This is an optimization exercise on Yosys and OpenROAD, whose aim is small area, not a production implementation. In this exercise RTL edits were held to simulation tests only and were not proved equivalent to the original. Power figures rest on the tool's default switching activity, not on a simulated workload.

## alpha
// srcCore
module srcCore (
    input  logic                            Clock,
    input  logic                            rstN,
    input  logic                            req,
    input  logic [srcPkg::InstrWidth-1:0]   instr,
    output logic                            ack,
    output logic [srcPkg::InstrWidth-1:0]   result,
    output logic [srcPkg::RegAddrWidth-1:0] resultReg,
    output logic                            wrote,
    output logic                            branchTaken,
    output logic                            illegal
);
Size in the first run: roughly 570 flip-flops, ~75 I/O pins, about 0.016 sq mm of cells after synthesis.
Settings: LEC_CHECK=0, ABC_AREA=0, CAP_MARGIN=20, CORE_MARGIN=2, CORE_UTILIZATION=65, CTS_BUF_LIST=sky130_fd_sc_hd__clkbuf_8, CTS_CLUSTER_DIAMETER=40, CTS_CLUSTER_SIZE=24, SLEW_MARGIN=20, SYNTH_HIERARCHICAL=1, SYNTH_MINIMUM_KEEP_SIZE=0; clock period 8.0 ns.
standard.sh (not shown) runs the stock make flow with config.mk's settings and CLKGATE_MAP_FILE= SYNTH_SCRIPT=/design/flow/synth_recipe.tcl, a recipe that flattens the netlist after the stock synthesis.
==> flow/flow/run.sh <==
#!/bin/bash
# Standard layout, with buf_1 as the port buffer cell.
set -e
export BUFFER_PORTS_ARGS="-buffer_cell sky130_fd_sc_hd__buf_1"
bash standard.sh > standard.log 2>&1
Inputs modified between alpha and beta:
Settings: CTS_CLUSTER_DIAMETER changed from 40 to 50; CORE_UTILIZATION changed from 65 to 60; CTS_BUF_LIST changed from sky130_fd_sc_hd__clkbuf_8 to sky130_fd_sc_hd__clkbuf_8 sky130_fd_sc_hd__clkbuf_16.
[summary]
beta vs. alpha: share of the final layout cell area in multi-input gates roughly the same; proportion of power drawn by flip-flops and latches saw a decrease; first-pass GRT wire length lost about 2%; non-clock buffer count dropped 2.2%. Of the two values seen for critical path capture point, ring[31][3]$_DFF_P_ was produced by beta and ring[95][3]$_DFF_P_ by alpha. beta completed end to end with timing, DRC and antenna clean.
For gamma, these inputs were changed with respect to beta:
Settings: swapping 50 for 45 in CTS_CLUSTER_DIAMETER; swapping 24 for 35 in CTS_CLUSTER_SIZE; swapping sky130_fd_sc_hd__clkbuf_8 sky130_fd_sc_hd__clkbuf_16 for sky130_fd_sc_hd__clkbuf_16 in CTS_BUF_LIST.
==> comparison <==
Reported for gamma and beta, area taken by flip-flops and latches turned out identical to the last digit. gamma against beta: part of the total power dissipated in combinational logic closely matched the old numbers; average wire length per cell after detail routing rose by 0.23 um; post-route fraction of the period consumed by the critical path saw an increase; clock-buffer cell count moved up; reported leakage power climbed 1.7%. Register-to-register slack, gamma and beta: lower on gamma.
## Diff of input files: delta against gamma
Settings: CTS_BUF_LIST: sky130_fd_sc_hd__clkbuf_16 -> sky130_fd_sc_hd__clkbuf_8; CTS_CLUSTER_SIZE: 35 -> 20; CTS_CLUSTER_DIAMETER: 45 -> 60.
==> comparison <==
- Against gamma, delta comes in about 2.6% lower on count of clock-buffer cells in the layout.
- Summary of delta over gamma: post-detailed-routing wire length lower; proportion of cell area occupied by multi-input gates higher.

## the baseline
Another version of the RTL of srcCore (not shown whole).
For scale: about 1000 cells after synthesis, ~75 I/O pins, about 15000 um2 of cells after synthesis.
Settings: LEC_CHECK=0, ABC_AREA=0, CAP_MARGIN=20, CORE_MARGIN=2, CORE_UTILIZATION=60, CTS_BUF_LIST=sky130_fd_sc_hd__clkbuf_8, CTS_CLUSTER_DIAMETER=60, CTS_CLUSTER_SIZE=18, SLEW_MARGIN=20, SYNTH_HIERARCHICAL=1, SYNTH_MINIMUM_KEEP_SIZE=0; clock period 8.0 ns.
==> flow/flow/run.sh <==
#!/bin/bash
# Standard layout, with buf_1 as the port buffer cell and no dummy clock loads.
set -e
export BUFFER_PORTS_ARGS="-buffer_cell sky130_fd_sc_hd__buf_1"
export CTS_ARGS="-sink_clustering_enable -repair_clock_nets -sink_clustering_size 18 -sink_clustering_max_diameter 60 -buf_list sky130_fd_sc_hd__clkbuf_8 -dont_use_dummy_load"
bash standard.sh > standard.log 2>&1
The baseline | stages: all done | timing, DRC, antenna: all pass
Changes in the candidate relative to the baseline:
Settings: CTS_CLUSTER_SIZE changed from 18 to 16.
==> flow/flow/run.sh <==
#!/bin/bash
# Standard layout, with buf_1 as the port buffer cell.
set -e
export BUFFER_PORTS_ARGS="-buffer_cell sky130_fd_sc_hd__buf_1"
bash standard.sh > standard.log 2>&1
==> comparison <==
The baseline has higher sequential cell area share than the candidate. Per the final summary, the candidate finished and its layout is clean on timing, DRC and antenna. Compared with the baseline, the candidate shows a via-per-instance ratio that is 0.35% lower. Diff the baseline -> the candidate: first-pass GRT wire length about even; sum of routed wire length over all layers fell 0.52%. Compared with the baseline, via count in the candidate increased slightly. Compared the candidate against the baseline; met2 track demand over resource in global routing within noise. Setup WNS the baseline -> the candidate: better.

[re-timing with driven ports]
The flow's constraints put no driver on any port. The routed layouts listed below were extracted and timed again, unchanged, in two steps.
Step 1, drivers: a clkbuf_16 drives Clock and a buf_2 each remaining input, both assumed.
Step 2 moves the port delays by t, midway between the first and last clock arrival at a register: inputs arrive t later, outputs are due t later. That takes back most of the time a late clock gives input paths.
Three values: ideal, step 1, step 2; two values: the first two.
run | shift t [ns] | slack for setup (ns) | cell pins on the clock port's net
alpha | 0.616 | 1.167 / 1.186 / 0.570 | 1
beta | 0.577 | 0.999 / 1.025 / 0.449 | 1
gamma | 0.583 | 0.970 / 0.995 / 0.412 | 1
delta | 0.603 | 1.040 / 1.064 / 0.461 | 1
the baseline | 0.549 | 0.988 / 0.996 / 0.447 | 1
the candidate | 0.617 | 1.052 / 1.061 / 0.443 | 1
After both steps setup and hold are still met in every run listed. For the candidate, which loses most, drivers alone change the setup slack by +0.009 ns; drivers and shift together by -0.609 ns.
